Background: an optimization exercise with open tools, aiming at a short achievable clock period and few clock cycles. Do not read the settings as production practice. RTL that was checked went through simulation tests only; none was proved equivalent to the original. Only the layout flow was run in runs 1 to 3; the RTL was not checked for function there. Power is estimated from default activity; no workload was simulated.

$ cat design/flow/design.v
package cpu_pkg;
    parameter int WORD_W    = 16;
    parameter int BYTE_W    = 8;
    parameter int PADDR_W   = 20;
    parameter int REG_IDX_W = 3;
endpackage
`timescale 1ns/100ps
module core_top (
    input  logic        clk,
    input  logic        rst,
    output logic [19:0] rom_addr,
    input  logic [7:0]  rom_data,
    output logic        mem_en,
    output logic        mem_we,
    output logic [19:0] mem_addr,
    output logic [15:0] mem_wdata,
    input  logic [15:0] mem_rdata,
    output logic        halted
);
    localparam logic [1:0] R_OP    = 2'd0;
    localparam logic [1:0] R_MODRM = 2'd1;
    localparam logic [1:0] R_D0    = 2'd2;
    localparam logic [1:0] R_D1    = 2'd3;
    localparam logic [15:0] K_DATA = 16'h1000;
    localparam logic [15:0] K_PUSH = 16'h1FFE;   
    localparam logic [15:0] K_POP  = 16'h2000;
    logic [15:0] pc;
    logic [7:0]  b;          
    logic [1:0]  role;       
    logic        disc;       
    logic        need2;      
    logic        fe_done;    
    logic [7:0]  op_r;
    logic [7:0]  m_r;
    logic [7:0]  lo_r;
    logic        hlt_seen;
    logic        inst_mem;   
    logic        p_mr, p_d1, p_d2, p_push, p_pop, p_hlt;
    logic        p_mod11, p_nd1, p_nd2;
    logic        o_imm, o_a;
    logic [15:0] rom_pc;     
    logic        u_valid;
    logic        u_load, u_store, u_push, u_pop, u_imm;
    logic [2:0]  u_dst;
    logic [15:0] u_k;
    logic        u_bx, u_bp, u_si, u_di, u_sp, u_stack;
    logic        u_easy;     
    logic [7:0]  u_selw;     
    logic [7:0]  u_selb;     
    logic [7:0]  u_wlo;      
    logic [7:0]  u_whi;      
    logic [7:0]  u_rmask;    
    logic [7:0]  u_wmask;    
    logic [15:0] regs [8];
    logic [7:0]  ld1_m, ld2_m, ld3_m;    
    logic        m_mem, m_we, m_stack;
    logic [15:0] m_s, m_c, m_wdata;
    logic        stall;
    logic        go;
    assign rom_addr = {4'h0, rom_pc};
    logic        n_valid, n_load, n_store, n_push, n_pop, n_imm;
    logic [2:0]  n_dst;
    logic [15:0] n_k;
    logic        n_bx, n_bp, n_si, n_di, n_sp, n_stack;
    logic        n_easy;
    logic [7:0]  n_selw, n_selb, n_wlo, n_whi;
    logic [7:0]  n_rmask, n_wmask;
    logic [1:0]  role_n;
    logic        disc_n;
    logic        need2_n;
    logic        d_hlt;
    function automatic logic [7:0] onehot(input logic [2:0] i);
        onehot = 8'd1 << i;
    endfunction
    function automatic logic [1:0] disp_n(input logic [7:0] m);
        case (m[7:6])
            2'b00:   disp_n = (m[2:0] == 3'b110) ? 2'd2 : 2'd0;
            2'b01:   disp_n = 2'd1;
            2'b10:   disp_n = 2'd2;
            default: disp_n = 2'd0;
        endcase
    endfunction
    function automatic logic [3:0] bases(input logic [7:0] m);
        case (m[2:0])
            3'd0:    bases = 4'b1010;
            3'd1:    bases = 4'b1001;
            3'd2:    bases = 4'b0110;
            3'd3:    bases = 4'b0101;
            3'd4:    bases = 4'b0010;
            3'd5:    bases = 4'b0001;
            3'd6:    bases = (m[7:6] == 2'b00) ? 4'b0000 : 4'b0100;
            default: bases = 4'b1000;
        endcase
    endfunction
    function automatic logic [7:0] base_mask(input logic [3:0] bs);
        base_mask = {bs[0], bs[1], bs[2], 1'b0, bs[3], 3'b000};
    endfunction
    task automatic mem_uop(input logic [7:0] op, input logic [7:0] m);
        n_valid = 1'b1;
        n_load  = op[1];
        n_store = !op[1];
        n_dst   = m[5:3];
        n_selw  = op[1] ? 8'h00 : onehot(m[5:3]);
        {n_bx, n_bp, n_si, n_di} = bases(m);
        n_easy  = bases(m) == 4'b0000;
        n_rmask = base_mask(bases(m)) | n_selw;
    endtask
    task automatic byte_write(input logic [2:0] d);
        n_wlo   = d[2] ? 8'h00 : onehot({1'b0, d[1:0]});
        n_whi   = d[2] ? onehot({1'b0, d[1:0]}) : 8'h00;
        n_wmask = onehot({1'b0, d[1:0]});
    endtask
    always_comb begin
        n_valid = 1'b0;
        n_load  = 1'b0;
        n_store = 1'b0;
        n_push  = 1'b0;
        n_pop   = 1'b0;
        n_imm   = 1'b0;
        n_dst   = 3'd0;
        n_k     = K_DATA;
        n_bx    = 1'b0;
        n_bp    = 1'b0;
        n_si    = 1'b0;
        n_di    = 1'b0;
        n_sp    = 1'b0;
        n_stack = 1'b0;
        n_easy  = 1'b0;
        n_selw  = 8'h00;
        n_selb  = 8'h00;
        n_wlo   = 8'h00;
        n_whi   = 8'h00;
        n_rmask = 8'h00;
        n_wmask = 8'h00;
        role_n  = R_OP;
        disc_n  = 1'b0;
        need2_n = need2;
        d_hlt   = 1'b0;
        case (role)
            R_OP: begin
                if (p_mr) begin
                    role_n = R_MODRM;
                end else if (p_d1 | p_d2) begin
                    role_n  = R_D0;
                    need2_n = p_d2;
                end
                if (p_push) begin
                    n_valid = 1'b1;
                    n_push  = 1'b1;
                    n_selw  = onehot(b[2:0]);
                    n_sp    = 1'b1;
                    n_stack = 1'b1;
                    n_easy  = 1'b1;
                    n_k     = K_PUSH;
                    n_rmask = onehot(b[2:0]) | 8'h10;
                    n_wmask = 8'h10;
                end
                if (p_pop) begin
                    n_valid = 1'b1;
                    n_pop   = 1'b1;
                    n_dst   = b[2:0];
                    n_sp    = 1'b1;
                    n_stack = 1'b1;
                    n_easy  = 1'b1;
                    n_k     = K_POP;
                    n_rmask = 8'h10;
                    n_wmask = 8'h10;
                end
                d_hlt = p_hlt;
            end
            R_MODRM: begin
                if (p_mod11) begin
                    n_valid = 1'b1;
                    if (op_r[0]) begin
                        n_selw  = onehot(op_r[1] ? b[2:0] : b[5:3]);
                        n_wlo   = onehot(op_r[1] ? b[5:3] : b[2:0]);
                        n_whi   = n_wlo;
                        n_wmask = n_wlo;
                        n_rmask = n_selw;
                    end else begin
                        n_selb  = onehot(op_r[1] ? b[2:0] : b[5:3]);
                        byte_write(op_r[1] ? b[5:3] : b[2:0]);
                        n_rmask = onehot({1'b0, op_r[1] ? b[1:0] : b[4:3]});
                    end
                end else if (!op_r[0]) begin
                end else if (!p_nd1 && !p_nd2) begin
                    mem_uop(op_r, b);
                end else begin
                    role_n  = R_D0;
                    need2_n = p_nd2;
                end
            end
            R_D0: begin
                if (need2) begin
                    role_n = R_D1;
                end else if (disc) begin
                end else if (o_imm) begin
                    n_valid = 1'b1;
                    n_imm   = 1'b1;
                    n_k     = {b, b};
                    byte_write(op_r[2:0]);
                end else begin
                    mem_uop(op_r, m_r);
                    n_k = {b[7] ? 8'h0F : 8'h10, b};
                end
            end
            default: begin
                if (disc) begin
                end else if (o_imm) begin
                    n_valid = 1'b1;
                    n_imm   = 1'b1;
                    n_k     = {b, lo_r};
                    n_wlo   = onehot(op_r[2:0]);
                    n_whi   = n_wlo;
                    n_wmask = n_wlo;
                end else if (o_a) begin
                    n_valid = 1'b1;
                    n_load  = !op_r[1];
                    n_store = op_r[1];
                    n_selw  = op_r[1] ? 8'h01 : 8'h00;
                    n_rmask = n_selw;
                    n_easy  = 1'b1;
                    n_k     = {b + 8'h10, lo_r};
                end else begin
                    mem_uop(op_r, m_r);
                    n_k = {b + 8'h10, lo_r};
                end
            end
        endcase
        if (fe_done) begin
            n_valid = 1'b0;
        end
        if (!n_valid) begin
            n_wlo = 8'h00;
            n_whi = 8'h00;
        end
    end
    logic        u_mem;
    logic        d_mem;
    assign u_mem = u_load | u_store | u_push | u_pop;
    assign d_mem = (role == R_OP)    ? (p_push | p_pop) :
                   (role == R_MODRM) ? (op_r[0] & !p_mod11) : (inst_mem & !disc);
    assign stall = u_valid & ((|((u_rmask | u_wmask) & (ld1_m | ld2_m))) |
                              (u_sp & ld3_m[4]));
    assign go    = u_valid & !stall;
    logic        fw_w, fw_bl, fw_bh;
    logic [7:0]  sw, sb;
    logic [15:0] wv;
    logic [7:0]  bv;
    logic [15:0] ewv;
    assign fw_w  = |(u_selw & ld3_m);
    assign fw_bl = |(u_selb[3:0] & ld3_m[3:0]);
    assign fw_bh = |(u_selb[7:4] & ld3_m[3:0]);
    assign sw    = u_selw & ~ld3_m;
    assign sb    = u_selb & ~{ld3_m[3:0], ld3_m[3:0]};
    always_comb begin
        wv = {16{fw_w}} & mem_rdata;
        bv = ({8{fw_bl}} & mem_rdata[7:0]) | ({8{fw_bh}} & mem_rdata[15:8]);
        for (int j = 0; j < 8; j++) begin
            wv = wv | ({16{sw[j]}} & regs[j]);
        end
        for (int j = 0; j < 4; j++) begin
            bv = bv | ({8{sb[j]}} & regs[j][7:0]) | ({8{sb[j + 4]}} & regs[j][15:8]);
        end
        ewv = wv | {bv, bv} | ({16{u_imm}} & u_k);
    end
    logic [15:0] sp;
    logic [15:0] sp_n;
    logic        sp_step;
    logic [15:0] a1r, a2r, a1, a2;
    logic        fw_a1, fw_a2;
    logic [15:0] t;
    logic        hlt_now;
    logic [15:0] pc_1, pc_2;
    logic [15:0] rom_pc_1, rom_pc_2, rom_pc_3, pc_3;
    assign rom_pc_1 = {pc[15:1] + 15'(pc[0]), !pc[0]};
    assign rom_pc_2 = {pc[15:1] + 15'd1, pc[0]};
    assign rom_pc_3 = {pc[15:1] + 15'd1 + 15'(pc[0]), !pc[0]};
    assign pc_3     = pc + 16'd3;
    logic        f_bform;
    logic [1:0]  f_nd;
    logic        skip1, skip2;
    assign f_bform = (role == R_OP) && p_mr && !b[0] && !fe_done;
    assign f_nd    = disp_n(rom_data);
    assign skip1   = f_bform && f_nd == 2'd1;
    assign skip2   = f_bform && f_nd == 2'd2;
    logic [15:0] pc_n, rom_pc_n;
    assign pc_n     = ({16{skip2}} & pc_3) | ({16{skip1}} & pc_2) |
                      ({16{!skip1 && !skip2}} & pc_1);
    assign rom_pc_n = ({16{skip2}} & rom_pc_3) | ({16{skip1}} & rom_pc_2) |
                      ({16{!skip1 && !skip2}} & rom_pc_1);
    logic        halted_n;
    assign halted_n = halted ||
                      ((hlt_now || hlt_seen) && !d_mem && !(u_valid && u_mem) && !m_mem);
    assign pc_1 = pc + 16'd1;
    assign pc_2 = pc + 16'd2;
    assign sp      = regs[4];
    assign sp_step = go & (u_push | u_pop);
    logic [15:0] sp_m2, sp_p2;
    assign sp_m2   = sp - 16'd2;
    assign sp_p2   = sp + 16'd2;
    assign sp_n    = ({16{u_push}} & sp_m2) | ({16{!u_push}} & sp_p2);
    logic        byp;
    logic [16:0] ea17;       
    assign byp  = go & (u_load | u_pop) & u_easy & !m_mem;
    assign ea17 = u_stack ? {sp[15:13] == 3'b111, sp[15:13] + 3'd1, sp[12:0]}
                          : {u_k[15:12] == 4'h0, u_k};
    assign a1r   = ({16{u_bx}} & regs[3]) | ({16{u_bp}} & regs[5]) | ({16{u_sp}} & regs[4]);
    assign a2r   = ({16{u_si}} & regs[6]) | ({16{u_di}} & regs[7]);
    assign fw_a1 = (u_bx & ld3_m[3]) | (u_bp & ld3_m[5]);
    assign fw_a2 = (u_si & ld3_m[6]) | (u_di & ld3_m[7]);
    assign a1    = fw_a1 ? mem_rdata : a1r;
    assign a2    = fw_a2 ? mem_rdata : a2r;
    assign t     = m_s + m_c;
    logic        b_last;
    assign b_last  = (role == R_OP    && !(p_mr | p_d1 | p_d2)) ||
                     (role == R_MODRM && (!op_r[0] || !(p_nd1 | p_nd2))) ||
                     (role == R_D0    && !need2) ||
                     (role == R_D1);
    assign hlt_now = !fe_done && b_last && rom_data == 8'hF4;
    always_ff @(posedge clk or negedge rst) begin
        if (!rst) begin
            for (int i = 0; i < 8; i++) begin
                regs[i] <= (i == 4) ? 16'h0100 : 16'h0000;
            end
        end else begin
            for (int i = 0; i < 8; i++) begin
                if (i == 4 && sp_step) begin
                    regs[i] <= sp_n;
                end else begin
                    if (u_wlo[i]) begin
                        regs[i][7:0] <= ewv[7:0];
                    end else if (ld3_m[i]) begin
                        regs[i][7:0] <= mem_rdata[7:0];
                    end
                    if (u_whi[i]) begin
                        regs[i][15:8] <= ewv[15:8];
                    end else if (ld3_m[i]) begin
                        regs[i][15:8] <= mem_rdata[15:8];
                    end
                end
            end
        end
    end
    always_ff @(posedge clk or negedge rst) begin
        if (!rst) begin
            pc       <= 16'h0000;
            rom_pc   <= 16'h0000;
            role     <= R_D1;
            disc     <= 1'b1;
            fe_done  <= 1'b0;
            hlt_seen <= 1'b0;
            u_valid  <= 1'b0;
            u_wlo    <= 8'h00;
            u_whi    <= 8'h00;
            ld1_m    <= 8'h00;
            ld2_m    <= 8'h00;
            ld3_m    <= 8'h00;
            m_mem    <= 1'b0;
            mem_en   <= 1'b0;
            halted   <= 1'b0;
        end else begin
            if (!stall) begin
                pc      <= pc_n;
                role    <= role_n;
                disc    <= disc_n;
                u_valid <= n_valid;
                u_wlo   <= n_wlo;
                u_whi   <= n_whi;
                if (d_hlt) begin
                    fe_done <= 1'b1;
                end
            end
            if (hlt_now) begin
                hlt_seen <= 1'b1;
            end
            rom_pc <= stall ? pc : rom_pc_n;
            ld1_m  <= (go && !byp && (u_load || u_pop)) ? onehot(u_dst) : 8'h00;
            ld2_m  <= ld1_m | ((byp && (u_load || u_pop)) ? onehot(u_dst) : 8'h00);
            ld3_m  <= ld2_m;
            m_mem  <= go && u_mem && !byp;
            mem_en <= m_mem || byp;
            halted   <= halted_n;
        end
    end
    always_ff @(posedge clk) begin
        if (!stall) begin
            b       <= rom_data;
            p_mr    <= rom_data[7:2] == 6'b100010;
            p_d1    <= rom_data[7:3] == 5'b10110;
            p_d2    <= rom_data[7:3] == 5'b10111 || rom_data == 8'hA1 || rom_data == 8'hA3;
            p_push  <= rom_data[7:3] == 5'b01010;
            p_pop   <= rom_data[7:3] == 5'b01011;
            p_hlt   <= rom_data == 8'hF4;
            p_mod11 <= rom_data[7:6] == 2'b11;
            p_nd1   <= disp_n(rom_data) == 2'd1;
            p_nd2   <= disp_n(rom_data) == 2'd2;
            if (role == R_OP) begin
                o_imm <= p_d1 | b[7:3] == 5'b10111;
                o_a   <= b[7:4] == 4'hA;
            end
            if (role == R_OP) begin
                inst_mem <= p_d2 & b[7:4] == 4'hA;
            end else if (role == R_MODRM) begin
                inst_mem <= op_r[0] & !p_mod11;
            end
            need2 <= need2_n;
            if (role == R_OP) begin
                op_r <= b;
            end
            if (role == R_MODRM) begin
                m_r <= b;
            end
            if (role == R_D0) begin
                lo_r <= b;
            end
            u_load  <= n_load;
            u_store <= n_store;
            u_push  <= n_push;
            u_pop   <= n_pop;
            u_imm   <= n_imm;
            u_dst   <= n_dst;
            u_k     <= n_k;
            u_bx    <= n_bx;
            u_bp    <= n_bp;
            u_si    <= n_si;
            u_di    <= n_di;
            u_sp    <= n_sp;
            u_stack <= n_stack;
            u_easy  <= n_easy;
            u_selw  <= n_selw;
            u_selb  <= n_selb;
            u_rmask <= n_rmask;
            u_wmask <= n_wmask;
        end
        m_we      <= u_store | u_push;
        m_stack   <= u_stack;
        m_s       <= a1 ^ a2 ^ u_k;
        m_c       <= {(a1[14:0] & a2[14:0]) | (a1[14:0] & u_k[14:0]) | (a2[14:0] & u_k[14:0]), 1'b0};
        m_wdata   <= ewv;
        mem_we    <= m_we & !byp;
        mem_addr  <= byp ? {3'b000, ea17}
                         : {3'b000, m_stack ? (t[15:13] == 3'b000) : (t[15:12] == 4'h0), t};
        mem_wdata <= m_wdata;
    end
endmodule
$ cat design/flow/flow/run.sh
#!/bin/bash
# The standard layout, with timing repair aimed at a setup slack of 5.5 ns.
set -euo pipefail
bash standard.sh SETUP_SLACK_MARGIN=5.5 finish > make_finish.log 2>&1
$ cat design/flow/standard.sh
#!/bin/bash
# synth_recipe.tcl (not shown) runs the flow's synth.tcl, then flattens the netlist and writes it again
# the make line also repeats each setting of config.mk as NAME=value (left out here)
make -C /OpenROAD-flow-scripts/flow DESIGN_CONFIG=/design/flow/config.mk WORK_HOME=/design/flow/orfs CLKGATE_MAP_FILE= SYNTH_SCRIPT=/design/flow/synth_recipe.tcl "${@:-finish}"
$ cat design/flow/config.mk
export PLATFORM = sky130hd
export DESIGN_NAME = core_top
export DESIGN_NICKNAME = core_top
export VERILOG_FILES = /design/flow/design.v
export SDC_FILE = /design/flow/constraint.sdc
export NUM_CORES = 4
export LEC_CHECK = 0
export ABC_CLOCK_PERIOD_IN_PS = 2500
export CAP_MARGIN = 20
export CORE_MARGIN = 2
export CORE_UTILIZATION = 60
export SLEW_MARGIN = 20
$ cat design/flow/constraint.sdc
create_clock -name core_clock -period 8.0 [get_ports {clk}]
set_input_delay 1.6000 -clock core_clock [delete_from_list [all_inputs] [get_ports {clk}]]
set_output_delay 1.6000 -clock core_clock [all_outputs]
set_load 0.01 [all_outputs]
==> results of run 1 <==
through the flow:
step | std cells | hold WS, ps | instance area [um^2] | power [mW] | setup slack, ps
6_report | 2826 | 325 | 25800 | 5.40 | 5270
3_5_place_dp | 2609 | 312 | 22200 | 3.17 | 3630
4_1_cts | 2746 | 326 | 24400 | 5.18 | 5270
2_1_floorplan | 2240 | 310 | 21500 | 2.86 | 5080
3_3_place_gp | 2609 | 311 | 22200 | 3.15 | 3760
5_1_grt | 2824 | 327 | 25800 | 5.56 | 5250
Yosys cell counts (11+ instances only):
cell type	n
sky130_fd_sc_hd__a211oi_1	133
sky130_fd_sc_hd__nand2b_1	19
sky130_fd_sc_hd__buf_4	11
sky130_fd_sc_hd__buf_1	18
sky130_fd_sc_hd__ha_1	29
sky130_fd_sc_hd__a31oi_1	27
sky130_fd_sc_hd__o22ai_1	39
sky130_fd_sc_hd__nand3_1	67
sky130_fd_sc_hd__nand2_1	150
sky130_fd_sc_hd__and3_1	23
sky130_fd_sc_hd__edfxtp_1	102
sky130_fd_sc_hd__a22oi_1	105
sky130_fd_sc_hd__a21o_1	13
sky130_fd_sc_hd__dfrtp_1	201
sky130_fd_sc_hd__nor2b_1	145
sky130_fd_sc_hd__xnor2_1	25
sky130_fd_sc_hd__xor2_1	11
sky130_fd_sc_hd__fa_1	16
sky130_fd_sc_hd__a222oi_1	33
sky130_fd_sc_hd__nand3b_1	16
sky130_fd_sc_hd__dfxtp_1	83
sky130_fd_sc_hd__nor2_1	157
sky130_fd_sc_hd__mux2i_1	16
sky130_fd_sc_hd__a21oi_1	220
sky130_fd_sc_hd__nand4_1	14
sky130_fd_sc_hd__nor3_1	41
sky130_fd_sc_hd__inv_1	57
sky130_fd_sc_hd__o21ai_0	99
sky130_fd_sc_hd__buf_2	21
sky130_fd_sc_hd__clkbuf_1	150
area by class of cell:
class,instances,area (um^2)
diodes,2,5.00
clock buffers,60,1250
clock inverters,15,139
fillers,2362,8690
inverters,57,225
multi-input cells,1595,11500
flip-flops and latches,390,9910
well taps,455,569
repair buffers,252,2220
cells by family after synthesis:
family,synth area share (%)
buffers and inverters,4.94
other,0.0179
and+or+nand+nor,17.1
xor gates and xnor gates,1.50
adders and majority gates,3.25
AOI/OAI and AO/OA,25.3
DFF,47.0
muxes,0.870
flip-flops by register name (all words and copies together), names as in the netlist, 3 cells and up:
signal,flops
ld2_m,8
ld1_m,8
mem_wdata,16
u_selb,8
lo_r,8
u_wlo,4
u_dst,3
m_s,16
rom_pc,16
m_c,15
mem_addr,17
m_wdata,16
u_wmask,8
u_whi,8
pc,16
u_k,16
regs,128
op_r,3
m_r,8
b,8
ld3_m,8
u_selw,8
u_rmask,8
power by group:
group	leakage, nW	switching [mW]	total [mW]	internal [mW]
clock network	0.690	0.835	1.99	1.15
registers	4.58	0.196	2.39	2.20
logic	5.56	0.611	1.01	0.403
total	10.8	1.64	5.40	3.76
what timing repair did:
action | CTS | global route
buffers inserted | 58 | 74
pin swaps | 22 | 68
setup endpoints to repair | 420 | 385
hold endpoints to repair | 0 | 0
gates cloned | 4 | 4
resized for setup | 459 | 185
layer usage:
metal  vias to the layer above  GRT usage, %  wire length [um]
li1                       8521             -                 -
met4                         2          30.7              7420
met5                         -         0.549                16
met3                       522          12.2              9990
met2                      1641          66.1             35400
met1                      9710          53.2             28100
cells in the final DEF, fill, tap and decap left out, drive strengths merged, types with 42 or more instances in the layout:
cell | netlist | routed
buf | 50 | 243
a21oi | 230 | 231
dfrtp | 201 | 201
nor2 | 158 | 158
nand2 | 150 | 150
nor2b | 145 | 145
a211oi | 133 | 133
a22oi | 106 | 106
edfxtp | 102 | 102
o21ai | 101 | 101
dfxtp | 83 | 83
nand3 | 69 | 69
clkbuf | 151 | 66
inv | 57 | 59
nor3 | 42 | 42
worst paths after layout:
kind / end / cells past startpoint
worst max-delay path: rom_addr[4] / 1
worst min-delay path: mem_wdata[8] / 0
worst max register to register: m_s[6] / 4
worst min register to register: mem_wdata[8] / 0
max in group asynchronous: pc[5] / 2
min in group asynchronous: regs[6][0] / 1
==> flow_results.xml, run 1 <==
<?xml version="1.0" encoding="UTF-8"?>
<metrics>
  <group name="run_status">
    <metric name="run_status" unit="">finished clean</metric>
  </group>
  <group name="timing">
    <metric name="timing.fmax" unit="MHz">366</metric>
    <metric name="clock_skew" unit="ps">21.4</metric>
    <metric name="max-slew-margin-rel" unit="%">20.5</metric>
    <metric name="tightestPinTransition" unit="ps">1190</metric>
    <metric name="fin_tns_setup" unit="ps">0</metric>
    <metric name="rsz0062_at_grt" unit="">yes</metric>
    <metric name="setup_viol_count_final" unit="">0</metric>
    <metric name="fin_crit_sh" unit="%">34.1</metric>
    <metric name="hold_viol" unit="">0</metric>
    <metric name="layout_min_cycle_time" unit="ps">2730</metric>
    <metric name="slew_violations" unit="">0</metric>
  </group>
  <group name="drt">
    <metric name="detailedRoute.firstPassIterationCount" unit="">12</metric>
    <metric name="drt-vias-per-instance" unit="">7.22</metric>
    <metric name="ant_nets" unit="">0</metric>
    <metric name="vias" unit="">20400</metric>
    <metric name="drc" unit="">0</metric>
    <metric name="routedWlPerCell" unit="um">28.6</metric>
    <metric name="wirelength" unit="mm">80.9</metric>
    <metric name="drtIter0Drc" unit="">3386</metric>
  </group>
  <group name="synth">
    <metric name="most_used_flip_flop_cell_after_synthesis" unit="">sky130_fd_sc_hd__dfrtp_1</metric>
    <metric name="number_of_flops_mapped_to_enable_cells_by_yosys" unit="">102</metric>
    <metric name="post_synth_main_area_contributors" unit="">sky130_fd_sc_hd__dfrtp_1, sky130_fd_sc_hd__edfxtp_1, sky130_fd_sc_hd__dfxtp_1</metric>
    <metric name="synth_top_cell_by_area" unit="">sky130_fd_sc_hd__dfrtp_1</metric>
    <metric name="avg_inst_size_synth" unit="um^2">9.40</metric>
    <metric name="summed_instance_area_of_the_synthesized_netlist" unit="um^2">21000</metric>
    <metric name="async_flop_share" unit="%">52.6</metric>
    <metric name="yosys_warnings" unit="">2</metric>
    <metric name="synth_largest_type_area_fraction" unit="%">24.0</metric>
    <metric name="synthDistinctLibCells" unit="">93</metric>
    <metric name="netlist_instances" unit="">2234</metric>
    <metric name="ys_seq_elements" unit="">390</metric>
    <metric name="synth-seq-area-share" unit="%">47.0</metric>
  </group>
  <group name="clock_tree">
    <metric name="cts_num_sinks" unit="">390</metric>
    <metric name="worst_setup_hold_path_clk_slew" unit="ps">60</metric>
    <metric name="cts_max_path_buffers" unit="">3</metric>
    <metric name="tritoncts.num_buffers" unit="">41</metric>
    <metric name="hold_buffers_post_cts" unit="">0</metric>
    <metric name="tritoncts" unit="">done</metric>
    <metric name="cts_root_buf" unit="">sky130_fd_sc_hd__clkbuf_16</metric>
    <metric name="later_pin_clock_latency_in_the_skew_report" unit="ps">590</metric>
    <metric name="htree_levels" unit="">2</metric>
  </group>
  <group name="worst_hold_path">
    <metric name="beginning_of_the_worst_hold_path" unit="">m_wdata[8]</metric>
    <metric name="min_path_type" unit="">reg -&gt; reg</metric>
  </group>
  <group name="finish">
    <metric name="final_core_utilization" unit="%">74.8</metric>
    <metric name="area_growth_syn_to_layout" unit="%">22.7</metric>
    <metric name="layout-drive-gt1-share" unit="%">24.4</metric>
    <metric name="finalNetCount" unit="">2408</metric>
  </group>
  <group name="power_and_ir_drop">
    <metric name="peakVddDrop" unit="V">0.000282</metric>
    <metric name="power.density" unit="nW/um^2">209</metric>
    <metric name="power.leakage" unit="nW">10.8</metric>
  </group>
  <group name="worst_setup_path">
    <metric name="required" unit="ps">6400</metric>
    <metric name="regToRegStartpoint" unit="">u_sp</metric>
    <metric name="critPathLaunch" unit="">rom_pc[4]</metric>
    <metric name="crit_type" unit="">reg -&gt; out</metric>
    <metric name="stage_delay_of_the_slowest_cell_on_the_critical_path" unit="ps">400</metric>
    <metric name="cp.arrival" unit="ps">1130</metric>
    <metric name="r2r_slack" unit="ps">5370</metric>
    <metric name="critical_path.n_buffers_inverters" unit="">1</metric>
    <metric name="cp_max_fo" unit="">1</metric>
    <metric name="cpLargestDelayFamily" unit="">flip-flops</metric>
    <metric name="cp_cell_sequence" unit="">buf_2</metric>
    <metric name="startpoint_type_of_the_worst_setup_path" unit="">flop</metric>
    <metric name="cpMaxStageDelayCell" unit="">sky130_fd_sc_hd__dfrtp_1</metric>
    <metric name="crit_path_end_kind" unit="">primary output</metric>
  </group>
  <group name="global_routing">
    <metric name="grt_start_max_net_pins" unit="">87</metric>
    <metric name="first_global_vias" unit="">19200</metric>
    <metric name="grt_first_pass_wirelength" unit="mm">118</metric>
    <metric name="global_route.overflow_total" unit="">0</metric>
    <metric name="grt_antenna_before_repair" unit="">4</metric>
    <metric name="global_route.usage.total" unit="%">43.4</metric>
  </group>
  <group name="die">
    <metric name="coreArea" unit="um^2">34500</metric>
    <metric name="die_area" unit="um^2">36500</metric>
    <metric name="fp.dieW" unit="um">191</metric>
    <metric name="placementRows" unit="">68</metric>
    <metric name="pin_count" unit="">85</metric>
    <metric name="die_h" unit="um">191</metric>
    <metric name="floorplan.initialDensity" unit="%">60.9</metric>
  </group>
  <group name="place">
    <metric name="dp.final_hpwl" unit="mm">48.5</metric>
    <metric name="final_weighted_congestion_of_routability_driven_global_placement" unit="">1.06</metric>
    <metric name="io_buffer_count" unit="">77</metric>
  </group>
  <group name="flow_run">
    <metric name="maxCapViolCount" unit="">0</metric>
  </group>
</metrics>
==> run 2: changes to the inputs <==
==> design/flow/flow/run.sh (replaced) <==
#!/bin/bash
# The standard layout, with timing repair aimed at a setup slack of 6.0 ns.
set -euo pipefail
bash standard.sh SETUP_SLACK_MARGIN=6.0 finish > make_finish.log 2>&1
--- a/design/flow/config.mk
+++ b/design/flow/config.mk
@@ -9,4 +9,4 @@
 export CAP_MARGIN = 20
 export CORE_MARGIN = 2
-export CORE_UTILIZATION = 60
+export CORE_UTILIZATION = 50
 export SLEW_MARGIN = 20
==> flow_results.xml, run 2 <==
<?xml version="1.0" encoding="UTF-8"?>
<metrics>
  <group name="finish">
    <metric name="finalNetCount" unit="">2661</metric>
    <metric name="largest_register_ffs" unit="">128</metric>
    <metric name="most-common-layout-cells" unit="">sky130_fd_sc_hd__buf_4, sky130_fd_sc_hd__dfrtp_1, sky130_fd_sc_hd__a21oi_2, sky130_fd_sc_hd__nor2b_1, sky130_fd_sc_hd__nand2_1</metric>
    <metric name="top_register" unit="">regs</metric>
    <metric name="layout.filler_cells" unit="">2638</metric>
    <metric name="layout-drive-gt1-share" unit="%">44.6</metric>
    <metric name="final_core_utilization" unit="%">76.4</metric>
    <metric name="area_growth_syn_to_layout" unit="%">51.6</metric>
    <metric name="most_common_library_cell_in_the_layout_ignoring_fill_and_taps" unit="">sky130_fd_sc_hd__buf_4</metric>
    <metric name="reg.largest.list" unit="">regs (128), mem_addr (17)</metric>
  </group>
  <group name="worst_setup_path">
    <metric name="stage_delay_of_the_slowest_cell_on_the_critical_path" unit="ps">410</metric>
    <metric name="cp_cell_sequence" unit="">buf_2</metric>
    <metric name="critical_path.n_buffers_inverters" unit="">1</metric>
    <metric name="reg2regPathDepth" unit="">13</metric>
    <metric name="cp_max_fo" unit="">1</metric>
    <metric name="startpoint_type_of_the_worst_setup_path" unit="">flop</metric>
    <metric name="crit_path_end_kind" unit="">primary output</metric>
    <metric name="cpLargestDelayFamily" unit="">flip-flops</metric>
    <metric name="crit_type" unit="">reg -&gt; out</metric>
    <metric name="cp.arrival" unit="ps">1160</metric>
    <metric name="cpMaxStageDelayCell" unit="">sky130_fd_sc_hd__dfrtp_1</metric>
    <metric name="required" unit="ps">6400</metric>
    <metric name="timing.critical_path.depth" unit="">1</metric>
  </group>
  <group name="place">
    <metric name="io_buffer_count" unit="">77</metric>
    <metric name="final_weighted_congestion_of_routability_driven_global_placement" unit="">0.999</metric>
    <metric name="dp.final_hpwl" unit="mm">51.9</metric>
  </group>
  <group name="global_routing">
    <metric name="global_route.usage.total" unit="%">45.5</metric>
    <metric name="grt_antenna_before_repair" unit="">8</metric>
    <metric name="first_global_vias" unit="">21900</metric>
    <metric name="grt_first_pass_wirelength" unit="mm">145</metric>
    <metric name="grt_start_max_net_pins" unit="">78</metric>
    <metric name="global_route.overflow_total" unit="">0</metric>
  </group>
  <group name="synth">
    <metric name="avg_inst_size_synth" unit="um^2">9.40</metric>
    <metric name="synth-seq-area-share" unit="%">47.0</metric>
    <metric name="async_flop_share" unit="%">52.6</metric>
    <metric name="number_of_flops_mapped_to_enable_cells_by_yosys" unit="">102</metric>
    <metric name="post_synth_main_area_contributors" unit="">sky130_fd_sc_hd__dfrtp_1, sky130_fd_sc_hd__edfxtp_1, sky130_fd_sc_hd__dfxtp_1</metric>
    <metric name="most_used_flip_flop_cell_after_synthesis" unit="">sky130_fd_sc_hd__dfrtp_1</metric>
    <metric name="summed_instance_area_of_the_synthesized_netlist" unit="um^2">21000</metric>
    <metric name="synthDistinctLibCells" unit="">93</metric>
    <metric name="synth_top_cell_by_area" unit="">sky130_fd_sc_hd__dfrtp_1</metric>
    <metric name="synth.most_common_cell" unit="">sky130_fd_sc_hd__a21oi_1</metric>
    <metric name="synth_largest_type_area_fraction" unit="%">24.0</metric>
    <metric name="synth_top_cells_by_count" unit="">sky130_fd_sc_hd__a21oi_1, sky130_fd_sc_hd__dfrtp_1, sky130_fd_sc_hd__nor2_1</metric>
    <metric name="yosys_warnings" unit="">2</metric>
    <metric name="ys_seq_elements" unit="">390</metric>
    <metric name="netlist_instances" unit="">2234</metric>
  </group>
  <group name="power_and_ir_drop">
    <metric name="power.leakage" unit="nW">13.1</metric>
    <metric name="power.density" unit="nW/um^2">182</metric>
    <metric name="seq_power_share" unit="%">41.3</metric>
    <metric name="switching_share_of_total_power" unit="%">31.8</metric>
    <metric name="combinational_power_share" unit="%">22.5</metric>
    <metric name="peakVddDrop" unit="V">0.000183</metric>
    <metric name="netSwitchingPower" unit="mW">1.84</metric>
    <metric name="power.internal" unit="mW">3.95</metric>
    <metric name="power.share.clock" unit="%">36.2</metric>
  </group>
  <group name="timing">
    <metric name="tightestPinTransition" unit="ps">1380</metric>
    <metric name="fin_crit_sh" unit="%">34.4</metric>
    <metric name="slew_violations" unit="">0</metric>
    <metric name="fin_tns_setup" unit="ps">0</metric>
    <metric name="clock_skew" unit="ps">23.0</metric>
    <metric name="hold_viol" unit="">0</metric>
    <metric name="max-slew-margin-rel" unit="%">8.02</metric>
    <metric name="rsz0062_at_grt" unit="">yes</metric>
    <metric name="layout_min_cycle_time" unit="ps">2760</metric>
    <metric name="setup_viol_count_final" unit="">0</metric>
    <metric name="timing.fmax" unit="MHz">363</metric>
  </group>
  <group name="die">
    <metric name="die_area" unit="um^2">43600</metric>
    <metric name="floorplan.initialDensity" unit="%">50.4</metric>
    <metric name="die_h" unit="um">209</metric>
    <metric name="coreArea" unit="um^2">41700</metric>
    <metric name="pin_count" unit="">85</metric>
    <metric name="fp.dieW" unit="um">209</metric>
    <metric name="placementRows" unit="">75</metric>
  </group>
  <group name="run_status">
    <metric name="run_status" unit="">finished clean</metric>
  </group>
  <group name="drt">
    <metric name="drt-vias-per-instance" unit="">7.14</metric>
    <metric name="wirelength" unit="mm">103</metric>
    <metric name="routedWlPerCell" unit="um">32.4</metric>
    <metric name="drtIter0Drc" unit="">3928</metric>
    <metric name="drc" unit="">0</metric>
    <metric name="detailedRoute.firstPassIterationCount" unit="">13</metric>
    <metric name="ant_nets" unit="">0</metric>
    <metric name="vias" unit="">22600</metric>
  </group>
  <group name="clock_tree">
    <metric name="cts_num_sinks" unit="">390</metric>
    <metric name="htree_levels" unit="">2</metric>
    <metric name="cts_root_buf" unit="">sky130_fd_sc_hd__clkbuf_16</metric>
    <metric name="worst_setup_hold_path_clk_slew" unit="ps">60</metric>
    <metric name="later_pin_clock_latency_in_the_skew_report" unit="ps">620</metric>
    <metric name="tritoncts.num_buffers" unit="">45</metric>
    <metric name="tritoncts" unit="">done</metric>
    <metric name="hold_buffers_post_cts" unit="">0</metric>
    <metric name="cts_max_path_buffers" unit="">3</metric>
  </group>
  <group name="worst_hold_path">
    <metric name="min_path_type" unit="">reg -&gt; reg</metric>
    <metric name="holdPathStages" unit="">0</metric>
  </group>
  <group name="flow_run">
    <metric name="maxCapViolCount" unit="">0</metric>
  </group>
</metrics>
-- run 2: changes by cell type in the layout (fill, tap and decap cells not counted), sizes merged, moves of 3 or more --
cell      delta
buf        +235
clkbuf       -3
bufbuf      +14
clkinvlp     +3
clkinv      +11
-- run 2: area by class of cell --
| type | count | area, um^2 | area share, % |
|---|---|---|---|
| Clock inverter | 26 | 189 | 0.594 |
| Tap cell | 539 | 674 | 2.12 |
| Timing Repair inverter | 5 | 61.3 | 0.193 |
| Multi-Input combinational cell | 1594 | 13400 | 42.2 |
| Antenna cell | 4 | 10.0 | 0.0315 |
| Clock buffer | 58 | 1290 | 4.05 |
| Timing Repair Buffer | 497 | 5960 | 18.7 |
| Sequential cell | 390 | 9920 | 31.2 |
| Inverter | 57 | 295 | 0.928 |
-- run 2: what timing repair did --
item / 4_1_cts / 5_1_grt
cloned: 46 / 4
endpoints found under the hold margin: 0 / 0
setup buffers: 250 / 91
pin swaps: 190 / 138
endpoints found under the setup margin: 629 / 514
resized for setup: 1056 / 240
-- run 2: path summary, 6_finish.rpt --
check | startpoint | end | slack (ps)
setup / recovery | rom_pc[4] | rom_addr[4] | 5240
hold / removal | m_wdata[14] | mem_wdata[14] | 330
setup reg to reg | u_rmask[5] | u_selw[4] | 5390
hold reg to reg | m_wdata[14] | mem_wdata[14] | 330
max in group asynchronous | rst | pc[5] | 6130
min in group asynchronous | rst | regs[7][0] | 940
-- run 2: metal layers --
metal  wire, um  up-vias  share of wire [%]  track usage [%]
met5        107        -               0.10            0.667
met4      10300        8                 10             34.3
met3      13600      716                 13             16.7
met2      43700     1856                 43             67.6
met1      35100    11000                 34             53.8
li1           -     9071                  -                -
-- run 2: logic make-up (layout without fill, tap and decap cells) --
logic type	after synthesis	count (layout)	synth area share [%]
and+or+nand+nor	697	697	17.1
AOI/OAI and AO/OA	789	791	25.3
adders and majority gates	45	45	3.25
muxes	18	18	0.870
other	1	11	0.0179
xor gates and xnor gates	36	36	1.50
buffers and inverters	258	643	4.94
DFF	390	390	47.0
-- run 2: stage by stage --
stage | area [um^2] | cells | power (mW) | hold slack (ps) | worst slack, ps
after floorplan | 22200 | 2240 | 2.89 | 310 | 5090
after global placement | 22600 | 2691 | 3.20 | 312 | 3670
after detailed placement | 22600 | 2691 | 3.22 | 312 | 3640
after CTS | 30000 | 3071 | 5.57 | 325 | 5250
after global routing | 31800 | 3167 | 5.94 | 329 | 5220
final | 31800 | 3170 | 5.79 | 326 | 5240
-- run 2: power by group through the flow --
stage / logic, mW / registers (mW) / clock network [mW]
floorplan: 0.568 / 2.32 / 0
global placement: 0.756 / 2.45 / 0
detailed placement: 0.764 / 2.45 / 0
CTS: 1.10 / 2.37 / 2.10
global route: 1.36 / 2.40 / 2.18
finish: 1.30 / 2.39 / 2.10
-- run 2: worst register-to-register path: stages, from the launching register on --
cell	delay, ps
sky130_fd_sc_hd__edfxtp_1	450
sky130_fd_sc_hd__o22ai_2	240
sky130_fd_sc_hd__nand4_1	160
sky130_fd_sc_hd__a2111oi_4	310
sky130_fd_sc_hd__buf_4	200
sky130_fd_sc_hd__buf_6	110
sky130_fd_sc_hd__buf_6	90
sky130_fd_sc_hd__nor2b_4	40
sky130_fd_sc_hd__buf_12	150
sky130_fd_sc_hd__inv_16	100
sky130_fd_sc_hd__buf_12	140
sky130_fd_sc_hd__buf_12	130
sky130_fd_sc_hd__buf_12	100
sky130_fd_sc_hd__buf_16	110
==> run 3: changes to the inputs <==
--- a/design/flow/design.v
+++ b/design/flow/design.v
@@ -28,12 +28,9 @@
     logic [7:0]  b;          
     logic [1:0]  role;       
-    logic        disc;       
     logic        need2;      
     logic        fe_done;    
     logic [7:0]  op_r;
     logic [7:0]  m_r;
-    logic [7:0]  lo_r;
     logic        hlt_seen;
-    logic        inst_mem;   
     logic        p_mr, p_d1, p_d2, p_push, p_pop, p_hlt;
     logic        p_mod11, p_nd1, p_nd2;
@@ -67,5 +64,4 @@
     logic [7:0]  n_rmask, n_wmask;
     logic [1:0]  role_n;
-    logic        disc_n;
     logic        need2_n;
     logic        d_hlt;
@@ -134,5 +130,4 @@
         n_wmask = 8'h00;
         role_n  = R_OP;
-        disc_n  = 1'b0;
         need2_n = need2;
         d_hlt   = 1'b0;
@@ -145,4 +140,10 @@
                     need2_n = p_d2;
                 end
+                if (p_d1) begin
+                    n_valid = 1'b1;
+                    n_imm   = 1'b1;
+                    n_k     = {rom_data, rom_data};
+                    byte_write(b[2:0]);
+                end
                 if (p_push) begin
                     n_valid = 1'b1;
@@ -189,41 +190,34 @@
                     role_n  = R_D0;
                     need2_n = p_nd2;
+                    if (p_nd1) begin
+                        mem_uop(op_r, b);
+                        n_k = {rom_data[7] ? 8'h0F : 8'h10, rom_data};
+                    end
                 end
             end
             R_D0: begin
                 if (need2) begin
-                    role_n = R_D1;
-                end else if (disc) begin
-                end else if (o_imm) begin
+                    role_n  = R_D1;
                     n_valid = 1'b1;
-                    n_imm   = 1'b1;
-                    n_k     = {b, b};
-                    byte_write(op_r[2:0]);
-                end else begin
-                    mem_uop(op_r, m_r);
-                    n_k = {b[7] ? 8'h0F : 8'h10, b};
+                    if (o_imm) begin
+                        n_imm   = 1'b1;
+                        n_k     = {rom_data, b};
+                        n_wlo   = onehot(op_r[2:0]);
+                        n_whi   = n_wlo;
+                        n_wmask = n_wlo;
+                    end else if (o_a) begin
+                        n_load  = !op_r[1];
+                        n_store = op_r[1];
+                        n_selw  = op_r[1] ? 8'h01 : 8'h00;
+                        n_rmask = n_selw;
+                        n_easy  = 1'b1;
+                        n_k     = {rom_data + 8'h10, b};
+                    end else begin
+                        mem_uop(op_r, m_r);
+                        n_k = {rom_data + 8'h10, b};
+                    end
                 end
             end
             default: begin
-                if (disc) begin
-                end else if (o_imm) begin
-                    n_valid = 1'b1;
-                    n_imm   = 1'b1;
-                    n_k     = {b, lo_r};
-                    n_wlo   = onehot(op_r[2:0]);
-                    n_whi   = n_wlo;
-                    n_wmask = n_wlo;
-                end else if (o_a) begin
-                    n_valid = 1'b1;
-                    n_load  = !op_r[1];
-                    n_store = op_r[1];
-                    n_selw  = op_r[1] ? 8'h01 : 8'h00;
-                    n_rmask = n_selw;
-                    n_easy  = 1'b1;
-                    n_k     = {b + 8'h10, lo_r};
-                end else begin
-                    mem_uop(op_r, m_r);
-                    n_k = {b + 8'h10, lo_r};
-                end
             end
         endcase
@@ -240,5 +234,5 @@
     assign u_mem = u_load | u_store | u_push | u_pop;
     assign d_mem = (role == R_OP)    ? (p_push | p_pop) :
-                   (role == R_MODRM) ? (op_r[0] & !p_mod11) : (inst_mem & !disc);
+                   (role == R_MODRM) ? (op_r[0] & !p_mod11) : 1'b0;
     assign stall = u_valid & ((|((u_rmask | u_wmask) & (ld1_m | ld2_m))) |
                               (u_sp & ld3_m[4]));
@@ -348,5 +342,4 @@
             rom_pc   <= 16'h0000;
             role     <= R_D1;
-            disc     <= 1'b1;
             fe_done  <= 1'b0;
             hlt_seen <= 1'b0;
@@ -364,5 +357,4 @@
                 pc      <= pc_n;
                 role    <= role_n;
-                disc    <= disc_n;
                 u_valid <= n_valid;
                 u_wlo   <= n_wlo;
@@ -400,9 +392,4 @@
                 o_a   <= b[7:4] == 4'hA;
             end
-            if (role == R_OP) begin
-                inst_mem <= p_d2 & b[7:4] == 4'hA;
-            end else if (role == R_MODRM) begin
-                inst_mem <= op_r[0] & !p_mod11;
-            end
             need2 <= need2_n;
             if (role == R_OP) begin
@@ -412,7 +399,4 @@
                 m_r <= b;
             end
-            if (role == R_D0) begin
-                lo_r <= b;
-            end
             u_load  <= n_load;
             u_store <= n_store;
==> design/flow/flow/run.sh (replaced) <==
#!/bin/bash
# The standard layout, with timing repair aimed at a setup slack of 5.5 ns.
set -euo pipefail
bash standard.sh SETUP_SLACK_MARGIN=5.5 finish > make_finish.log 2>&1
--- a/design/flow/config.mk
+++ b/design/flow/config.mk
@@ -9,4 +9,4 @@
 export CAP_MARGIN = 20
 export CORE_MARGIN = 2
-export CORE_UTILIZATION = 50
+export CORE_UTILIZATION = 60
 export SLEW_MARGIN = 20
==> flow_results.xml, run 3 <==
<?xml version="1.0" encoding="UTF-8"?>
<metrics>
  <group name="run_status">
    <metric name="run_status" unit="">finished clean</metric>
  </group>
  <group name="worst_hold_path">
    <metric name="beginning_of_the_worst_hold_path" unit="">m_wdata[10]</metric>
    <metric name="whs_endpoint" unit="">mem_wdata[10]</metric>
    <metric name="min_path_type" unit="">reg -&gt; reg</metric>
    <metric name="holdPathStages" unit="">0</metric>
  </group>
  <group name="timing">
    <metric name="hold_viol" unit="">0</metric>
    <metric name="slew_violations" unit="">0</metric>
    <metric name="max-slew-margin-rel" unit="%">23.0</metric>
    <metric name="rsz0062_at_grt" unit="">yes</metric>
    <metric name="tightestPinTransition" unit="ps">1160</metric>
    <metric name="setup_viol_count_final" unit="">0</metric>
    <metric name="fin_tns_setup" unit="ps">0</metric>
    <metric name="holdWs" unit="ps">326</metric>
    <metric name="clock_skew" unit="ps">23.1</metric>
    <metric name="timing.fmax" unit="MHz">365</metric>
    <metric name="finalWorstSetupSlack" unit="ps">5260</metric>
    <metric name="fin_crit_sh" unit="%">34.2</metric>
    <metric name="layout_min_cycle_time" unit="ps">2740</metric>
  </group>
  <group name="worst_setup_path">
    <metric name="cp_max_fo" unit="">5</metric>
    <metric name="cpMaxStageDelayCell" unit="">sky130_fd_sc_hd__and3b_2</metric>
    <metric name="r2r_slack" unit="ps">5370</metric>
    <metric name="crit_path_end_kind" unit="">flop</metric>
    <metric name="stage_delay_of_the_slowest_cell_on_the_critical_path" unit="ps">230</metric>
    <metric name="cp_cell_sequence" unit="">buf_8 &gt; and3b_2 &gt; o211ai_1 &gt; buf_4 &gt; buf_8 &gt; a21oi_4 &gt; o21ai_2 &gt; nand3_4 &gt; buf_6 &gt; xnor2_1</metric>
    <metric name="crit_type" unit="">in -&gt; reg</metric>
    <metric name="critical_path.n_buffers_inverters" unit="">4</metric>
    <metric name="r2r_end" unit="">rom_pc[13]</metric>
    <metric name="required" unit="ps">8450</metric>
    <metric name="regToRegStartpoint" unit="">pc[5]</metric>
    <metric name="cp.arrival" unit="ps">3190</metric>
    <metric name="reg2regPathDepth" unit="">9</metric>
    <metric name="cp_dominant_cell_by_count" unit="">sky130_fd_sc_hd__buf_8</metric>
    <metric name="startpoint_type_of_the_worst_setup_path" unit="">primary input</metric>
    <metric name="cpLargestDelayFamily" unit="">buffers and inverters</metric>
  </group>
  <group name="die">
    <metric name="placementRows" unit="">68</metric>
    <metric name="fp.dieW" unit="um">191</metric>
    <metric name="floorplan.initialDensity" unit="%">60.9</metric>
    <metric name="pin_count" unit="">85</metric>
    <metric name="die_h" unit="um">191</metric>
    <metric name="die_area" unit="um^2">36600</metric>
    <metric name="coreArea" unit="um^2">34500</metric>
  </group>
  <group name="clock_tree">
    <metric name="htree_levels" unit="">2</metric>
    <metric name="cts_root_buf" unit="">sky130_fd_sc_hd__clkbuf_16</metric>
    <metric name="later_pin_clock_latency_in_the_skew_report" unit="ps">580</metric>
    <metric name="tritoncts" unit="">done</metric>
    <metric name="cts_max_path_buffers" unit="">3</metric>
    <metric name="worst_setup_hold_path_clk_slew" unit="ps">60</metric>
    <metric name="tritoncts.num_buffers" unit="">42</metric>
    <metric name="hold_buffers_post_cts" unit="">0</metric>
    <metric name="cts_num_sinks" unit="">380</metric>
  </group>
  <group name="global_routing">
    <metric name="grt_start_max_net_pins" unit="">87</metric>
    <metric name="grt_first_pass_wirelength" unit="mm">119</metric>
    <metric name="grt_antenna_before_repair" unit="">4</metric>
    <metric name="global_route.usage.total" unit="%">44.0</metric>
    <metric name="global_route.overflow_total" unit="">0</metric>
    <metric name="first_global_vias" unit="">19100</metric>
  </group>
  <group name="drt">
    <metric name="drt-vias-per-instance" unit="">7.31</metric>
    <metric name="m1_wire_length" unit="mm">29.5</metric>
    <metric name="drtIter0Drc" unit="">3503</metric>
    <metric name="wl_met3" unit="mm">11.3</metric>
    <metric name="ant_nets" unit="">0</metric>
    <metric name="routedWlPerCell" unit="um">29.2</metric>
    <metric name="drc" unit="">0</metric>
    <metric name="detailedRoute.firstPassIterationCount" unit="">10</metric>
    <metric name="wirelength" unit="mm">82.5</metric>
    <metric name="vias" unit="">20600</metric>
    <metric name="top_layer" unit="">met5</metric>
    <metric name="wl_met2" unit="mm">34.9</metric>
  </group>
  <group name="synth">
    <metric name="number_of_flops_mapped_to_enable_cells_by_yosys" unit="">93</metric>
    <metric name="most_used_flip_flop_cell_after_synthesis" unit="">sky130_fd_sc_hd__dfrtp_1</metric>
    <metric name="synth_largest_type_area_fraction" unit="%">23.9</metric>
    <metric name="synth-seq-area-share" unit="%">45.5</metric>
    <metric name="synth.most_common_cell" unit="">sky130_fd_sc_hd__a21oi_1</metric>
    <metric name="async_flop_share" unit="%">53.7</metric>
    <metric name="ys_seq_elements" unit="">380</metric>
    <metric name="netlist_instances" unit="">2256</metric>
    <metric name="avg_inst_size_synth" unit="um^2">9.32</metric>
    <metric name="summed_instance_area_of_the_synthesized_netlist" unit="um^2">21000</metric>
    <metric name="synth_top_cells_by_count" unit="">sky130_fd_sc_hd__a21oi_1, sky130_fd_sc_hd__dfrtp_1, sky130_fd_sc_hd__nand2_1</metric>
    <metric name="synth_top_cell_by_area" unit="">sky130_fd_sc_hd__dfrtp_1</metric>
    <metric name="synthDistinctLibCells" unit="">94</metric>
    <metric name="yosys_warnings" unit="">2</metric>
    <metric name="post_synth_main_area_contributors" unit="">sky130_fd_sc_hd__dfrtp_1, sky130_fd_sc_hd__edfxtp_1, sky130_fd_sc_hd__dfxtp_1</metric>
  </group>
  <group name="finish">
    <metric name="reg.largest.list" unit="">regs (128), mem_addr (17)</metric>
    <metric name="instances_no_fill" unit="">2822</metric>
    <metric name="top_register" unit="">regs</metric>
    <metric name="most_common_library_cell_in_the_layout_ignoring_fill_and_taps" unit="">sky130_fd_sc_hd__dfrtp_1</metric>
    <metric name="most-common-layout-cells" unit="">sky130_fd_sc_hd__dfrtp_1, sky130_fd_sc_hd__nand2_1, sky130_fd_sc_hd__a21oi_1, sky130_fd_sc_hd__nor2_1, sky130_fd_sc_hd__buf_4</metric>
    <metric name="area_growth_syn_to_layout" unit="%">21.7</metric>
    <metric name="final_cell_area" unit="um^2">25600</metric>
    <metric name="largest_register_ffs" unit="">128</metric>
    <metric name="final_core_utilization" unit="%">74.1</metric>
    <metric name="layout.filler_cells" unit="">2419</metric>
    <metric name="layout-drive-gt1-share" unit="%">23.2</metric>
    <metric name="finalNetCount" unit="">2407</metric>
  </group>
  <group name="place">
    <metric name="dp.final_hpwl" unit="mm">49.0</metric>
    <metric name="final_weighted_congestion_of_routability_driven_global_placement" unit="">0.994</metric>
    <metric name="io_buffer_count" unit="">77</metric>
    <metric name="placement.cell_area" unit="um^2">22100</metric>
    <metric name="dp_slack" unit="ps">3880</metric>
    <metric name="total_instance_count_after_detailed_placement" unit="">2614</metric>
  </group>
  <group name="power_and_ir_drop">
    <metric name="power.density" unit="nW/um^2">200</metric>
    <metric name="peakVddDrop" unit="V">0.000271</metric>
    <metric name="total_power_consumption" unit="mW">5.12</metric>
    <metric name="power.leakage" unit="nW">10.6</metric>
  </group>
  <group name="flow_run">
    <metric name="maxCapViolCount" unit="">0</metric>
  </group>
</metrics>
==> run 3: cell count changes in the layout (fill, tap and decap cells not counted), moves of 33 or more <==
cell and delta:
sky130_fd_sc_hd__nor2b_1 -34, sky130_fd_sc_hd__a211oi_1 -34, sky130_fd_sc_hd__nand2_1 +46, sky130_fd_sc_hd__mux2i_1 +33, sky130_fd_sc_hd__buf_6 -62, sky130_fd_sc_hd__a21oi_4 -38, sky130_fd_sc_hd__buf_12 -52, sky130_fd_sc_hd__a21oi_2 -96
sky130_fd_sc_hd__a21oi_1 +110, sky130_fd_sc_hd__buf_4 -89
==> run 3: how the worst max path moves through the flow <==
stage                 from           end  slack (ps)  depth (start not counted)
5_1_grt        rom_data[1]         pc[9]        5230                         10
2_1_floorplan  rom_data[2]     rom_pc[9]        5000                          6
3_5_place_dp   rom_data[6]         pc[4]        3880                          8
3_3_place_gp   rom_data[6]         pc[4]        3980                          8
4_1_cts         rom_pc[14]  rom_addr[14]        5250                          1
6_report       rom_data[1]         pc[9]        5260                         10
==> run 3: layout make-up <==
type,instances,area (um^2),area share [%]
clock inverters,11,108,0.420
well taps,455,569,2.22
repair buffers,239,2170,8.50
inverters,55,229,0.895
diodes,2,5.00,0.0196
flip-flops and latches,380,9600,37.5
multi-input cells,1613,11500,44.9
clock buffers,67,1420,5.53
==> run 3: worst register-to-register path, cell delays in order (launching register included) <==
cell and delay, ps:
sky130_fd_sc_hd__dfrtp_2 680, sky130_fd_sc_hd__nand4_1 160, sky130_fd_sc_hd__buf_4 190, sky130_fd_sc_hd__buf_4 140, sky130_fd_sc_hd__nor4_1 410, sky130_fd_sc_hd__xnor2_1 250
sky130_fd_sc_hd__inv_1 80, sky130_fd_sc_hd__a21oi_1 160, sky130_fd_sc_hd__mux2i_1 300, sky130_fd_sc_hd__o22ai_2 120
==> run 3: where the power goes <==
group	switching, mW	internal (mW)
clock network	0.830	1.28
registers	0.156	2.08
logic	0.459	0.317
total	1.44	3.67
==> run 3: layer usage <==
| layer | vias up | track usage [%] |
|---|---|---|
| li1 | 8548 | - |
| met1 | 9825 | 56.2 |
| met2 | 1765 | 63.7 |
| met3 | 477 | 14.7 |
| met4 | 4 | 28.7 |
| met5 | - | 0 |
==> run 3: cells by family (layout without fill, tap and decap cells) <==
kind of cell,after synthesis,count (layout),synth area share (%)
and+or+nand+nor,707,707,17.3
adders and majority gates,50,50,3.55
xor gates and xnor gates,35,35,1.46
DFF,380,380,45.5
buffers and inverters,270,372,5.11
other,1,9,0.0178
muxes,53,53,2.55
AOI/OAI and AO/OA,760,761,24.6
==> run 3: timing repair <==
item | in CTS | in global routing
setup buffers | 81 | 41
resized for setup | 467 | 133
pin swaps | 47 | 43
cloned | 4 | 2
endpoints found under the setup margin | 421 | 439
==> run 4: changes to the inputs <==
--- a/design/flow/design.v
+++ b/design/flow/design.v
@@ -273,15 +273,18 @@
     assign pc_3     = pc + 16'd3;
     logic        f_bform;
-    logic [1:0]  f_nd;
-    logic        skip1, skip2;
+    logic        nd1, nd2;
     assign f_bform = (role == R_OP) && p_mr && !b[0] && !fe_done;
-    assign f_nd    = disp_n(rom_data);
-    assign skip1   = f_bform && f_nd == 2'd1;
-    assign skip2   = f_bform && f_nd == 2'd2;
+    assign nd1     = rom_data[7:6] == 2'b01;
+    assign nd2     = rom_data[7:6] == 2'b10 || (rom_data[7:6] == 2'b00 && rom_data[2:0] == 3'b110);
+    logic [15:0] pc_a, pc_b;
+    logic [15:0] rom_c, rom_a, rom_b;
     logic [15:0] pc_n, rom_pc_n;
-    assign pc_n     = ({16{skip2}} & pc_3) | ({16{skip1}} & pc_2) |
-                      ({16{!skip1 && !skip2}} & pc_1);
-    assign rom_pc_n = ({16{skip2}} & rom_pc_3) | ({16{skip1}} & rom_pc_2) |
-                      ({16{!skip1 && !skip2}} & rom_pc_1);
+    assign pc_a     = f_bform ? pc_2 : pc_1;
+    assign pc_b     = f_bform ? pc_3 : pc_1;
+    assign pc_n     = ({16{nd2}} & pc_b) | ({16{nd1}} & pc_a) | ({16{!nd1 && !nd2}} & pc_1);
+    assign rom_c    = stall ? pc : rom_pc_1;
+    assign rom_a    = stall ? pc : (f_bform ? rom_pc_2 : rom_pc_1);
+    assign rom_b    = stall ? pc : (f_bform ? rom_pc_3 : rom_pc_1);
+    assign rom_pc_n = ({16{nd2}} & rom_b) | ({16{nd1}} & rom_a) | ({16{!nd1 && !nd2}} & rom_c);
     logic        halted_n;
     assign halted_n = halted ||
@@ -367,5 +370,5 @@
                 hlt_seen <= 1'b1;
             end
-            rom_pc <= stall ? pc : rom_pc_n;
+            rom_pc <= rom_pc_n;
             ld1_m  <= (go && !byp && (u_load || u_pop)) ? onehot(u_dst) : 8'h00;
             ld2_m  <= ld1_m | ((byp && (u_load || u_pop)) ? onehot(u_dst) : 8'h00);
--- a/design/flow/config.mk
+++ b/design/flow/config.mk
@@ -9,4 +9,4 @@
 export CAP_MARGIN = 20
 export CORE_MARGIN = 2
-export CORE_UTILIZATION = 60
+export CORE_UTILIZATION = 55
 export SLEW_MARGIN = 20
==> flow_results.xml, run 4 <==
<?xml version="1.0" encoding="UTF-8"?>
<metrics>
  <group name="finish">
    <metric name="layout-drive-gt1-share" unit="%">23.4</metric>
    <metric name="largest_register_ffs" unit="">128</metric>
    <metric name="final_cell_area" unit="um^2">26400</metric>
    <metric name="top_register" unit="">regs</metric>
    <metric name="most-common-layout-cells" unit="">sky130_fd_sc_hd__nand2_1, sky130_fd_sc_hd__dfrtp_1, sky130_fd_sc_hd__nor2_1, sky130_fd_sc_hd__a21oi_1, sky130_fd_sc_hd__o21ai_0</metric>
    <metric name="most_common_library_cell_in_the_layout_ignoring_fill_and_taps" unit="">sky130_fd_sc_hd__nand2_1</metric>
    <metric name="instances_no_fill" unit="">2970</metric>
    <metric name="finalNetCount" unit="">2491</metric>
    <metric name="reg.largest.list" unit="">regs (128), mem_addr (17)</metric>
    <metric name="area_growth_syn_to_layout" unit="%">22.5</metric>
  </group>
  <group name="synth">
    <metric name="synth-seq-area-share" unit="%">44.4</metric>
    <metric name="synth_adder_area_share" unit="%">3.46</metric>
    <metric name="muxShareOfSynthArea" unit="%">3.97</metric>
    <metric name="synth_top_cells_by_count" unit="">sky130_fd_sc_hd__nand2_1, sky130_fd_sc_hd__dfrtp_1, sky130_fd_sc_hd__a21oi_1</metric>
    <metric name="synth-compound-area-share" unit="%">23.8</metric>
    <metric name="yosys_warnings" unit="">2</metric>
    <metric name="combinational_family_with_the_most_area_after_synthesis" unit="">compound AO/OA/AOI/OAI gates</metric>
    <metric name="ys_seq_elements" unit="">380</metric>
    <metric name="post_synth_main_area_contributors" unit="">sky130_fd_sc_hd__dfrtp_1, sky130_fd_sc_hd__edfxtp_1, sky130_fd_sc_hd__dfxtp_1</metric>
    <metric name="most_used_flip_flop_cell_after_synthesis" unit="">sky130_fd_sc_hd__dfrtp_1</metric>
    <metric name="async_flop_share" unit="%">53.7</metric>
    <metric name="yosys.area_share.xor_xnor" unit="%">1.67</metric>
    <metric name="synth_top_cell_by_area" unit="">sky130_fd_sc_hd__dfrtp_1</metric>
    <metric name="synth_largest_type_area_fraction" unit="%">23.4</metric>
    <metric name="synth.most_common_cell" unit="">sky130_fd_sc_hd__nand2_1</metric>
    <metric name="synthDistinctLibCells" unit="">88</metric>
    <metric name="netlist_instances" unit="">2339</metric>
    <metric name="number_of_flops_mapped_to_enable_cells_by_yosys" unit="">93</metric>
    <metric name="avg_inst_size_synth" unit="um^2">9.20</metric>
    <metric name="summed_instance_area_of_the_synthesized_netlist" unit="um^2">21500</metric>
    <metric name="yosys.area_share.simple" unit="%">17.8</metric>
  </group>
  <group name="timing">
    <metric name="fin_tns_setup" unit="ps">0</metric>
    <metric name="clock_skew" unit="ps">21.1</metric>
    <metric name="holdWs" unit="ps">324</metric>
    <metric name="tightestPinTransition" unit="ps">1170</metric>
    <metric name="fin_crit_sh" unit="%">34.3</metric>
    <metric name="rsz0062_at_grt" unit="">yes</metric>
    <metric name="max-slew-margin-rel" unit="%">22.2</metric>
    <metric name="hold_viol" unit="">0</metric>
    <metric name="layout_min_cycle_time" unit="ps">2740</metric>
    <metric name="slew_violations" unit="">0</metric>
    <metric name="setup_viol_count_final" unit="">0</metric>
    <metric name="timing.fmax" unit="MHz">365</metric>
    <metric name="finalWorstSetupSlack" unit="ps">5260</metric>
  </group>
  <group name="worst_setup_path">
    <metric name="critical_path.n_buffers_inverters" unit="">1</metric>
    <metric name="cp_max_fo" unit="">1</metric>
    <metric name="stage_delay_of_the_slowest_cell_on_the_critical_path" unit="ps">400</metric>
    <metric name="cpLargestDelayFamily" unit="">flip-flops</metric>
    <metric name="critPathLaunch" unit="">rom_pc[9]</metric>
    <metric name="cpMaxStageDelayCell" unit="">sky130_fd_sc_hd__dfrtp_1</metric>
    <metric name="required" unit="ps">6400</metric>
    <metric name="startpoint_type_of_the_worst_setup_path" unit="">flop</metric>
    <metric name="crit_path_end_kind" unit="">primary output</metric>
    <metric name="crit_type" unit="">reg -&gt; out</metric>
    <metric name="regToRegStartpoint" unit="">role[0]</metric>
    <metric name="cp_cell_sequence" unit="">buf_2</metric>
    <metric name="cp.arrival" unit="ps">1140</metric>
  </group>
  <group name="drt">
    <metric name="drc" unit="">0</metric>
    <metric name="detailedRoute.firstPassIterationCount" unit="">8</metric>
    <metric name="drt-vias-per-instance" unit="">6.93</metric>
    <metric name="vias" unit="">20600</metric>
    <metric name="ant_nets" unit="">0</metric>
    <metric name="routedWlPerCell" unit="um">28.3</metric>
    <metric name="drtIter0Drc" unit="">2921</metric>
    <metric name="wirelength" unit="mm">84.2</metric>
  </group>
  <group name="power_and_ir_drop">
    <metric name="netSwitchingPower" unit="mW">1.56</metric>
    <metric name="switching_share_of_total_power" unit="%">29.2</metric>
    <metric name="combinational_power_share" unit="%">16.8</metric>
    <metric name="power.internal" unit="mW">3.77</metric>
    <metric name="power.density" unit="nW/um^2">202</metric>
    <metric name="power.leakage" unit="nW">10.7</metric>
    <metric name="peakVddDrop" unit="V">0.000184</metric>
    <metric name="seq_power_share" unit="%">42.2</metric>
    <metric name="power.share.clock" unit="%">41.1</metric>
  </group>
  <group name="die">
    <metric name="floorplan.initialDensity" unit="%">55.7</metric>
    <metric name="die_h" unit="um">202</metric>
    <metric name="coreArea" unit="um^2">38600</metric>
    <metric name="pin_count" unit="">85</metric>
    <metric name="placementRows" unit="">72</metric>
    <metric name="die_area" unit="um^2">40700</metric>
    <metric name="fp.dieW" unit="um">202</metric>
  </group>
  <group name="place">
    <metric name="total_instance_count_after_detailed_placement" unit="">2765</metric>
    <metric name="dp.final_hpwl" unit="mm">52.5</metric>
    <metric name="final_weighted_congestion_of_routability_driven_global_placement" unit="">0.981</metric>
    <metric name="placement.cell_area" unit="um^2">22700</metric>
    <metric name="dp_slack" unit="ps">3910</metric>
    <metric name="io_buffer_count" unit="">77</metric>
  </group>
  <group name="global_routing">
    <metric name="grt_first_pass_wirelength" unit="mm">124</metric>
    <metric name="global_route.overflow_total" unit="">0</metric>
    <metric name="grt_start_max_net_pins" unit="">86</metric>
    <metric name="first_global_vias" unit="">19700</metric>
    <metric name="global_route.usage.total" unit="%">40.2</metric>
    <metric name="grt_antenna_before_repair" unit="">0</metric>
  </group>
  <group name="flow_run">
    <metric name="maxCapViolCount" unit="">0</metric>
  </group>
  <group name="worst_hold_path">
    <metric name="beginning_of_the_worst_hold_path" unit="">m_wdata[6]</metric>
    <metric name="min_path_type" unit="">reg -&gt; reg</metric>
  </group>
  <group name="clock_tree">
    <metric name="tritoncts.num_buffers" unit="">44</metric>
    <metric name="cts_num_sinks" unit="">380</metric>
    <metric name="cts_root_buf" unit="">sky130_fd_sc_hd__clkbuf_16</metric>
    <metric name="hold_buffers_post_cts" unit="">0</metric>
    <metric name="htree_levels" unit="">2</metric>
    <metric name="later_pin_clock_latency_in_the_skew_report" unit="ps">600</metric>
    <metric name="worst_setup_hold_path_clk_slew" unit="ps">60</metric>
    <metric name="tritoncts" unit="">done</metric>
    <metric name="cts_max_path_buffers" unit="">3</metric>
  </group>
  <group name="run_status">
    <metric name="run_status" unit="">finished clean</metric>
  </group>
</metrics>
-- run 4: cell count changes after synthesis, moves of 23 or more --
cell | before | now
sky130_fd_sc_hd__mux2i_1 | 48 | 82
sky130_fd_sc_hd__nor2b_1 | 110 | 87
sky130_fd_sc_hd__o21ai_0 | 88 | 149
sky130_fd_sc_hd__o21ai_1 | 42 | 3
sky130_fd_sc_hd__nand2_1 | 176 | 227
sky130_fd_sc_hd__a21oi_1 | 202 | 173
-- run 4: cell families (layout without fill, tap and decap cells) --
| logic type | after synthesis | after routing |
|---|---|---|
| adders and majority gates | 50 | 50 |
| and+or+nand+nor | 765 | 767 |
| other | 1 | 8 |
| xor gates and xnor gates | 41 | 41 |
| DFF | 380 | 380 |
| buffers and inverters | 257 | 361 |
| muxes | 85 | 85 |
| AOI/OAI and AO/OA | 760 | 760 |
-- run 4: area by class of cell --
class	count	area [um^2]
fill	3030	12300
multi-input combinational	1710	12200
sequential	380	9610
timing repair buffer	227	2060
clock buffer	64	1410
tap	518	648
inverter	50	233
clock inverter	18	190
timing repair inverter	2	17.5
antenna	1	2.50
-- run 4: path summary, 6_finish.rpt --
kind / to / cells after the start / slack (ps)
setup / recovery: rom_addr[9] / 1 / 5260
hold / removal: mem_wdata[6] / 0 / 320
setup reg to reg: pc[13] / 9 / 5380
hold reg to reg: mem_wdata[6] / 0 / 320
max in group asynchronous: pc[3] / 2 / 5820
min in group asynchronous: regs[6][4] / 1 / 1030
-- run 4: routing by layer --
| layer | GRT usage, % | part of all wire, % |
|---|---|---|
| met1 | 51.8 | 38 |
| met2 | 62.0 | 45 |
| met3 | 9.22 | 10 |
| met4 | 24.1 | 7.2 |
| met5 | 0 | 0 |
-- run 4: power groups by stage --
| stage | Sequential [mW] | Clock, mW | Combinational, mW |
|---|---|---|---|
| floorplan | 2.18 | 0 | 0.530 |
| global placement | 2.27 | 0 | 0.698 |
| detailed placement | 2.27 | 0 | 0.705 |
| CTS | 2.23 | 2.20 | 0.777 |
| global route | 2.26 | 2.29 | 0.962 |
| finish | 2.25 | 2.19 | 0.893 |
-- run 4: metrics by stage --
| step | utilization [%] | power [mW] |
|---|---|---|
| floorplan | - | 2.71 |
| global placement | 58.7 | 2.97 |
| detailed placement | 58.7 | 2.98 |
| CTS | 65.5 | 5.20 |
| global route | 68.2 | 5.50 |
| finish | 68.2 | 5.33 |
-- run 4: repair_timing --
action,CTS,global route
gates cloned,5,3
pin swaps,42,42
setup endpoints to repair,436,366
resized for setup,444,182
setup buffers,66,48
Testbench counts of run 4, summed over its fixed seeds: cycles 31,615.

Re-timed with assumed drivers on the ports (clkbuf_16 on the clock, buf_2 on other inputs), run 4 has 5.199 ns of setup slack against 5.258 ns with ideal ports, and 4.769 ns once port delays also move by the mid clock arrival of 0.648 ns.
